This design comes from an exercise in tuning for small area and a short achievable clock period on the open sky130 flow, not from production work. Only simulation tests tie the RTL to the original design; equivalence was not proved. Power is estimated from default activity; no workload was simulated.

**flow/design.v**
```verilog
package rename_pkg;
    localparam int BUNDLE_WIDTH = 4;
    localparam int ARCH_REGS = 8;
    localparam int PHYS_REGS = 32;
    localparam int ARCH_W = $clog2(ARCH_REGS);
    localparam int PREG_W = $clog2(PHYS_REGS);
    localparam int OPCODE_W = 4;
    typedef logic [ARCH_W-1:0] arch_reg_t;
    typedef logic [PREG_W-1:0] preg_t;
    typedef logic [OPCODE_W-1:0] opcode_t;
    typedef logic [PHYS_REGS-1:0] preg_mask_t;
    typedef logic [ARCH_REGS*PREG_W-1:0] rat_t;
    typedef logic [BUNDLE_WIDTH-1:0] slot_mask_t;
    localparam rat_t RESET_RAT = {5'd7, 5'd6, 5'd5, 5'd4, 5'd3, 5'd2, 5'd1, 5'd0};
    localparam preg_mask_t RESET_FREE = {{(PHYS_REGS-ARCH_REGS){1'b1}}, {ARCH_REGS{1'b0}}};
    localparam preg_mask_t RESET_READY = {PHYS_REGS{1'b1}};
endpackage
module rename_bundle_latch (
    input  logic                  clk,
    input  logic                  rst,
    input  logic                  in_valid,
    input  logic [rename_pkg::BUNDLE_WIDTH*rename_pkg::OPCODE_W-1:0] in_opcode,
    input  logic [rename_pkg::BUNDLE_WIDTH*rename_pkg::ARCH_W-1:0]   in_dst,
    input  logic [rename_pkg::BUNDLE_WIDTH*rename_pkg::ARCH_W-1:0]   in_src1,
    input  logic [rename_pkg::BUNDLE_WIDTH*rename_pkg::ARCH_W-1:0]   in_src2,
    input  rename_pkg::slot_mask_t out_fire,
    output logic                  in_ready,
    output logic                  bundle_live,
    output logic                  bundle_done,
    output rename_pkg::slot_mask_t slots_pending,
    output logic [rename_pkg::BUNDLE_WIDTH*rename_pkg::OPCODE_W-1:0] lat_opcode,
    output logic [rename_pkg::BUNDLE_WIDTH*rename_pkg::ARCH_W-1:0]   lat_dst,
    output logic [rename_pkg::BUNDLE_WIDTH*rename_pkg::ARCH_W-1:0]   lat_src1,
    output logic [rename_pkg::BUNDLE_WIDTH*rename_pkg::ARCH_W-1:0]   lat_src2
);
    rename_pkg::slot_mask_t pending_next;
    logic accept;
    assign pending_next = slots_pending & ~out_fire;
    assign bundle_live = (slots_pending != '0);
    assign in_ready = (pending_next == '0);
    assign bundle_done = bundle_live && (pending_next == '0);
    assign accept = in_valid && in_ready;
    always_ff @(posedge clk) begin
        if (rst) begin
            slots_pending <= '0;
        end else if (accept) begin
            slots_pending <= '1;
        end else begin
            slots_pending <= pending_next;
        end
    end
    always_ff @(posedge clk) begin
        if (accept) begin
            lat_opcode <= in_opcode;
            lat_dst <= in_dst;
            lat_src1 <= in_src1;
            lat_src2 <= in_src2;
        end
    end
endmodule
module rename_cell (
    input  rename_pkg::opcode_t    opcode,
    input  rename_pkg::arch_reg_t  dst,
    input  rename_pkg::arch_reg_t  src1,
    input  rename_pkg::arch_reg_t  src2,
    input  rename_pkg::rat_t       rat_in,
    input  rename_pkg::preg_mask_t free_in,
    input  rename_pkg::preg_mask_t ready_in,
    output rename_pkg::rat_t       rat_out,
    output rename_pkg::preg_mask_t free_out,
    output rename_pkg::preg_mask_t ready_out,
    output logic                   alloc_ok,
    output logic                   writes,
    output rename_pkg::opcode_t    opcode_out,
    output rename_pkg::preg_t      dst_preg,
    output rename_pkg::preg_t      old_preg,
    output rename_pkg::preg_t      src1_preg,
    output rename_pkg::preg_t      src2_preg,
    output logic                   src1_rdy,
    output logic                   src2_rdy
);
    rename_pkg::preg_t pick;
    logic found;
    logic do_alloc;
    always_comb begin : lowest_free
        found = 1'b0;
        pick = '0;
        for (int i = rename_pkg::PHYS_REGS - 1; i >= 0; i--) begin
            if (free_in[i]) begin
                found = 1'b1;
                pick = i[rename_pkg::PREG_W-1:0];
            end
        end
    end
    assign writes = (dst != '0);
    assign do_alloc = writes && found;
    assign alloc_ok = !writes || found;
    assign opcode_out = opcode;
    assign src1_preg = (src1 == '0) ? '0 : rat_in[src1*rename_pkg::PREG_W +: rename_pkg::PREG_W];
    assign src2_preg = (src2 == '0) ? '0 : rat_in[src2*rename_pkg::PREG_W +: rename_pkg::PREG_W];
    assign src1_rdy = (src1 == '0) || ready_in[src1_preg];
    assign src2_rdy = (src2 == '0) || ready_in[src2_preg];
    assign dst_preg = do_alloc ? pick : '0;
    assign old_preg = rat_in[dst*rename_pkg::PREG_W +: rename_pkg::PREG_W];
    always_comb begin : view_update
        rat_out = rat_in;
        free_out = free_in;
        ready_out = ready_in;
        if (do_alloc) begin
            rat_out[dst*rename_pkg::PREG_W +: rename_pkg::PREG_W] = pick;
            free_out[pick] = 1'b0;
            ready_out[pick] = 1'b0;
        end
    end
endmodule
module rename_state (
    input  logic                   clk,
    input  logic                   rst,
    input  logic                   bundle_live,
    input  logic                   bundle_done,
    input  rename_pkg::slot_mask_t slots_pending,
    input  logic                   free_valid,
    input  rename_pkg::preg_t      free_preg,
    input  logic                   done_valid,
    input  rename_pkg::preg_t      done_preg,
    input  rename_pkg::rat_t       end_rat,
    input  rename_pkg::preg_mask_t end_free,
    input  rename_pkg::preg_mask_t end_ready,
    output rename_pkg::rat_t       cur_rat,
    output rename_pkg::preg_mask_t cur_free,
    output rename_pkg::preg_mask_t cur_ready
);
    rename_pkg::preg_mask_t pend_free;
    rename_pkg::preg_mask_t free_mask;
    rename_pkg::preg_mask_t done_mask;
    logic merge_ok;
    always_comb begin
        free_mask = '0;
        if (free_valid && (free_preg != '0)) begin
            free_mask[free_preg] = 1'b1;
        end
    end
    always_comb begin
        done_mask = '0;
        if (done_valid) begin
            done_mask[done_preg] = 1'b1;
        end
    end
    assign merge_ok = !bundle_live || (slots_pending == '1);
    always_ff @(posedge clk) begin
        if (rst) begin
            cur_rat <= rename_pkg::RESET_RAT;
            cur_free <= rename_pkg::RESET_FREE;
            cur_ready <= rename_pkg::RESET_READY;
            pend_free <= '0;
        end else if (bundle_done) begin
            cur_rat <= end_rat;
            cur_free <= end_free | pend_free | free_mask;
            cur_ready <= end_ready | done_mask;
            pend_free <= '0;
        end else begin
            cur_ready <= cur_ready | done_mask;
            if (merge_ok) begin
                cur_free <= cur_free | pend_free | free_mask;
                pend_free <= '0;
            end else begin
                pend_free <= pend_free | free_mask;
            end
        end
    end
endmodule
module rename_top (
    input  logic                   clk,
    input  logic                   rst,
    input  logic                   in_valid,
    output logic                   in_ready,
    input  logic [rename_pkg::BUNDLE_WIDTH*rename_pkg::OPCODE_W-1:0] in_opcode,
    input  logic [rename_pkg::BUNDLE_WIDTH*rename_pkg::ARCH_W-1:0]   in_dst,
    input  logic [rename_pkg::BUNDLE_WIDTH*rename_pkg::ARCH_W-1:0]   in_src1,
    input  logic [rename_pkg::BUNDLE_WIDTH*rename_pkg::ARCH_W-1:0]   in_src2,
    output rename_pkg::slot_mask_t out_valid,
    input  rename_pkg::slot_mask_t out_ready,
    output logic [rename_pkg::BUNDLE_WIDTH*rename_pkg::OPCODE_W-1:0] out_opcode,
    output logic [rename_pkg::BUNDLE_WIDTH*rename_pkg::PREG_W-1:0]   out_dst_preg,
    output logic [rename_pkg::BUNDLE_WIDTH*rename_pkg::PREG_W-1:0]   out_old_preg,
    output logic [rename_pkg::BUNDLE_WIDTH*rename_pkg::PREG_W-1:0]   out_src1_preg,
    output logic [rename_pkg::BUNDLE_WIDTH*rename_pkg::PREG_W-1:0]   out_src2_preg,
    output rename_pkg::slot_mask_t out_src1_rdy,
    output rename_pkg::slot_mask_t out_src2_rdy,
    output rename_pkg::slot_mask_t out_writes,
    input  logic                   free_valid,
    input  rename_pkg::preg_t      free_preg,
    input  logic                   done_valid,
    input  rename_pkg::preg_t      done_preg
);
    logic [rename_pkg::BUNDLE_WIDTH*rename_pkg::OPCODE_W-1:0] lat_opcode;
    logic [rename_pkg::BUNDLE_WIDTH*rename_pkg::ARCH_W-1:0] lat_dst;
    logic [rename_pkg::BUNDLE_WIDTH*rename_pkg::ARCH_W-1:0] lat_src1;
    logic [rename_pkg::BUNDLE_WIDTH*rename_pkg::ARCH_W-1:0] lat_src2;
    rename_pkg::slot_mask_t slots_pending;
    rename_pkg::slot_mask_t slots_held;
    rename_pkg::slot_mask_t out_fire;
    rename_pkg::slot_mask_t alloc_ok;
    logic bundle_live;
    logic bundle_done;
    logic all_ok;
    rename_pkg::rat_t chain_rat [rename_pkg::BUNDLE_WIDTH+1];
    rename_pkg::preg_mask_t chain_free [rename_pkg::BUNDLE_WIDTH+1];
    rename_pkg::preg_mask_t chain_ready [rename_pkg::BUNDLE_WIDTH+1];
    assign all_ok = &alloc_ok;
    assign out_valid = {rename_pkg::BUNDLE_WIDTH{bundle_live && all_ok}} & slots_pending;
    assign out_fire = out_valid & out_ready;
    assign slots_held = slots_pending & ~out_valid;
    rename_bundle_latch latch_i (
        .clk           (clk),
        .rst           (rst),
        .in_valid      (in_valid),
        .in_opcode     (in_opcode),
        .in_dst        (in_dst),
        .in_src1       (in_src1),
        .in_src2       (in_src2),
        .out_fire      (out_fire),
        .in_ready      (in_ready),
        .bundle_live   (bundle_live),
        .bundle_done   (bundle_done),
        .slots_pending (slots_pending),
        .lat_opcode    (lat_opcode),
        .lat_dst       (lat_dst),
        .lat_src1      (lat_src1),
        .lat_src2      (lat_src2)
    );
    rename_state state_i (
        .clk           (clk),
        .rst           (rst),
        .bundle_live   (bundle_live),
        .bundle_done   (bundle_done),
        .slots_pending (slots_held),
        .free_valid    (free_valid),
        .free_preg     (free_preg),
        .done_valid    (done_valid),
        .done_preg     (done_preg),
        .end_rat       (chain_rat[rename_pkg::BUNDLE_WIDTH]),
        .end_free      (chain_free[rename_pkg::BUNDLE_WIDTH]),
        .end_ready     (chain_ready[rename_pkg::BUNDLE_WIDTH]),
        .cur_rat       (chain_rat[0]),
        .cur_free      (chain_free[0]),
        .cur_ready     (chain_ready[0])
    );
    for (genvar k = 0; k < rename_pkg::BUNDLE_WIDTH; k++) begin : g_slot
        rename_cell cell_i (
            .opcode     (lat_opcode[k*rename_pkg::OPCODE_W +: rename_pkg::OPCODE_W]),
            .dst        (lat_dst[k*rename_pkg::ARCH_W +: rename_pkg::ARCH_W]),
            .src1       (lat_src1[k*rename_pkg::ARCH_W +: rename_pkg::ARCH_W]),
            .src2       (lat_src2[k*rename_pkg::ARCH_W +: rename_pkg::ARCH_W]),
            .rat_in     (chain_rat[k]),
            .free_in    (chain_free[k]),
            .ready_in   (chain_ready[k]),
            .rat_out    (chain_rat[k+1]),
            .free_out   (chain_free[k+1]),
            .ready_out  (chain_ready[k+1]),
            .alloc_ok   (alloc_ok[k]),
            .writes     (out_writes[k]),
            .opcode_out (out_opcode[k*rename_pkg::OPCODE_W +: rename_pkg::OPCODE_W]),
            .dst_preg   (out_dst_preg[k*rename_pkg::PREG_W +: rename_pkg::PREG_W]),
            .old_preg   (out_old_preg[k*rename_pkg::PREG_W +: rename_pkg::PREG_W]),
            .src1_preg  (out_src1_preg[k*rename_pkg::PREG_W +: rename_pkg::PREG_W]),
            .src2_preg  (out_src2_preg[k*rename_pkg::PREG_W +: rename_pkg::PREG_W]),
            .src1_rdy   (out_src1_rdy[k]),
            .src2_rdy   (out_src2_rdy[k])
        );
    end
endmodule
```
**flow/run.sh**
```bash
#!/bin/bash
# synth_recipe.tcl (not shown) runs the flow's synth.tcl, then flattens the netlist and writes it again
# the make line also repeats each setting of config.mk as NAME=value (left out here)
make -C /OpenROAD-flow-scripts/flow DESIGN_CONFIG=/design/flow/config.mk WORK_HOME=/design/flow/orfs CLKGATE_MAP_FILE= SYNTH_SCRIPT=/design/flow/synth_recipe.tcl finish
```
**flow/config.mk**
```make
export PLATFORM = sky130hd
export DESIGN_NAME = rename_top
export DESIGN_NICKNAME = rename_top
export VERILOG_FILES = /design/flow/design.v
export SDC_FILE = /design/flow/constraint.sdc
export NUM_CORES = 4
export LEC_CHECK = 0
export CAP_MARGIN = 20
export CORE_MARGIN = 2
export CORE_UTILIZATION = 40
export SETUP_SLACK_MARGIN = 0.3
export SLEW_MARGIN = 20
```
**flow/constraint.sdc**
```tcl
create_clock -name core_clock -period 14.5 [get_ports {clk}]
set_input_delay 2.9000 -clock core_clock [delete_from_list [all_inputs] [get_ports {clk}]]
set_output_delay 2.9000 -clock core_clock [all_outputs]
set_load 0.01 [all_outputs]
```
==> metrics.cfg <==
[synthesis]
ys.flop_type = dfxtp_1
synth_top_area_share_pct = 12.7
synthArstFlopShare_pct = 0
postSynthAreaPerCell_sq_um = 8.22
ys_seq_area_share_pct = 19.8
synth.most_common_cell = nor2_1
ys_seq_elements = 192
ys_top_cells_by_area = dfxtp_1 13%, mux4_2 10%, edfxtp_1 7.1%
netlist_area_sq_mm = 0.0221
synth_common_cells = 243 x nor2_1, 237 x nand2_1, 190 x a21oi_1, 140 x dfxtp_1, 128 x o21ai_0
yosysTopAreaCell = dfxtp_1
synth_nets = 2792
synth_edf_count = 52
syn-instance-count = 2686
synth_warnings = 7
post_synth_num_cell_types = 128

[clock_tree]
cts_buffers = 17
clock_latency_ns = 0.50
clk_pin_slew_ns = 0.09
htree_levels = 4
postCtsHoldBufs = 0
cts_root_buf = clkbuf_16
cts_tree = yes
clk_path_buf_depth = 2
cts.sinks = 192

[run]
cap_viol_max_count = 0

[finish]
areaGrowthSynthToFinish_pct = 16.1
drive_gt1_share_pct = 16.7
seq_area_sq_mm = 0.00437
multi_input_area_sq_mm = 0.0166
final_util_pct = 46.7
nFillCells = 5407
fin_cells = 3541
nets = 2924

[place]
io_buffers = 183
place_congestion = 1.09
dpl.hpwl_um = 103000
dpl.cell_count = 3498

[route]
finalWirelength_um = 127000
vias_per_cell = 7.35
drc = 0
ant_nets = 0
wire_per_inst_um = 35.8
vias = 26035
drt_first_pass_iters = 7
first_iter_violations = 4357

[global_route]
gr-total-overflow = 0
grt_start_max_net_pins = 92
grt_pass1_wl_um = 177000
grt_pass1_vias = 23626
antenna_found_initial = 13
track_usage_pct = 43.3

[setup_path]
cp_top_family = simple AND/OR/NAND/NOR gates
path_depth = 34
crit_path_max_incr_delay_ns = 0.84
end_kind = primary output
start_kind = flop
cp_common_cell = nand3_1
endpoint = in_ready
crit_fanout = 9
required_ns = 11.60
path_class = reg2out
ff2ff_setup_slack_ns = 2.40
r2r-start = state_i.cur_free[1]
reg2reg_depth = 39
worstPathArrival_ns = 10.99
setup.worst_path.start = state_i.cur_free[1]
path_buf_inv = 4
slowest_stage = nor2_1
reg2reg_to = state_i.cur_free[8]

[sta]
final_max_slew_viol_count = 0
fin_crit_sh_pct = 95.8
setup_violations = 0
hold_viol = 0
worstMarginPinSlew_ns = 1.20
slew_headroom_pct = 19.3
rsz0062_at_grt = false
finClkSkew_ns = 0.0261
fmax_ghz = 0.0720
min_period_ns = 13.89
setup-tns-final_ns = 0

[die]
fp.coreArea_sq_mm = 0.0549
io_pins = 184
rows = 86
dieArea_sq_mm = 0.0571
start_util_pct = 40.3
fp.dieW_um = 239
die_h_um = 239

[power]
p_per_area_mw_per_mm2 = 239
ir_drop_mv = 0.281
leakage_nw = 9.31

[hold_path]
hold_class = reg2reg

[run_status]
status = no timing/DRC/antenna violations

## final cells by class
class / instances / area share, %
diodes: 6 / 0.0585
well taps: 704 / 3.43
repair buffers: 315 / 11.0
clock inverters: 14 / 0.634
multi-input cells: 2209 / 64.9
clock buffers: 18 / 1.68
inverters: 83 / 1.25
flip-flops and latches: 192 / 17.0
## where the power goes
group          total (mW)  switching (mW)  internal (mW)
registers           0.859           0.224          0.636
logic                4.75            3.19           1.56
clock network       0.510           0.276          0.234
total                6.12            3.69           2.43
## cells by family (layout without fill, tap and decap cells)
group / count (synthesis) / after routing / share of synthesized area (%)
mux: 267 / 267 / 18.0
buf+inv: 285 / 430 / 5.85
other cells: 0 / 6 / 0
flops: 192 / 192 / 19.8
simple gates: 914 / 914 / 20.8
fa+ha+maj: 35 / 35 / 1.98
compound gates: 986 / 986 / 33.3
xor+xnor: 7 / 7 / 0.312
## layout by cell type, fill, tap and decap left out, drive strengths merged, types with 24 or more instances in the layout
master and n:
o211ai 66, a22oi 42, mux2i 124, mux2 44
ha 35, o31ai 42, o21ai 162, nand3 78
a211oi 74, inv 86, nor2 248, and2 41
a2bb2oi 33, clkdlybuf4s50 182, nand2b 31, nand2 240
nor3 89, edfxtp 52, a21oi 195, mux4 99
a21o 24, nor2b 46, dfxtp 140, a31oi 58
buf 133
## per-layer routing
| layer | track usage, % | vias up | part of all wire (%) |
|---|---|---|---|
| met5 | 0 | - | 0.010 |
| met4 | 20.5 | 2 | 5.5 |
| met3 | 13.8 | 381 | 14 |
| met2 | 59.6 | 2157 | 40 |
| met1 | 60.7 | 12735 | 41 |
| li1 | - | 10760 | - |
## what timing repair did
item | in CTS | in global routing
setup buffers | 0 | 4
setup endpoints to repair | 2 | 12
gates resized for setup | 2 | 27
pin swaps | 0 | 2
## how the worst min path moves through the flow
stage               slack [ns]  depth (start not counted)                     start                        to
floorplan                 0.46                          2        state_i.cur_rat[1]        state_i.cur_rat[1]
global placement          0.49                          2     state_i.pend_free[17]     state_i.pend_free[17]
detailed placement        0.51                          2  latch_i.slots_pending[3]  latch_i.slots_pending[3]
CTS                       0.53                          2  latch_i.slots_pending[3]  latch_i.slots_pending[3]
global route              0.55                          2  latch_i.slots_pending[2]  latch_i.slots_pending[2]
finish                    0.53                          2      state_i.pend_free[9]      state_i.pend_free[9]
## state kept, by name, indices dropped and copies added, names as in the netlist
| register | count |
|---|---|
| state_i.cur_rat | 40 |
| state_i.cur_free | 32 |
| state_i.cur_ready | 32 |
| state_i.pend_free | 32 |
| latch_i.lat_opcode | 16 |
| latch_i.lat_dst | 12 |
| latch_i.lat_src1 | 12 |
| latch_i.lat_src2 | 12 |
| latch_i.slots_pending | 4 |
## worst min-delay path, cell delays in order (launching register included)
cell	delay (ns)
dfxtp_1	0.31
a21oi_1	0.05
nor3_1	0.12
## per-stage QoR
| step | setup WS, ns | hold slack, ns | total power [mW] | area [sq um] |
|---|---|---|---|---|
| final | 0.612 | 0.529 | 6.12 | 25700 |
| after detailed placement | 0.779 | 0.511 | 5.32 | 24900 |
| after global routing | 0.316 | 0.550 | 6.26 | 25600 |
| after global placement | 0.688 | 0.490 | 5.34 | 24900 |
| after floorplan | 1.81 | 0.460 | 3.48 | 22100 |
| after CTS | 0.377 | 0.527 | 5.84 | 25500 |

what the ideal ports hide:
The results above use ideal ports. As a check the final layout listed here was re-extracted and re-timed, cells and wires unchanged.
Step 1: set_driving_cell puts a clkbuf_16 on clk and a buf_2 on each other input, an assumption about the parent block.
Step 2 times the ports against the registers' clock, not the clock port: input delays grow and output delays shrink by t, the midpoint of the rising clock arrivals with the driver on.
a / b / c = ideal / step 1 / step 2; a / b = the first two.
t (ns): 0.553
slack for setup (ns): 0.612 / 0.547 / 1.101
worst setup path after step 2: register to output
slew at the worst register clock pin (ns): 0.10 / 0.10
worst slew at a driven data input, ns: 0.06
After both steps this run still meets setup and hold. For this run, drivers alone change the setup slack by -0.065 ns; drivers and shift together by +0.489 ns.
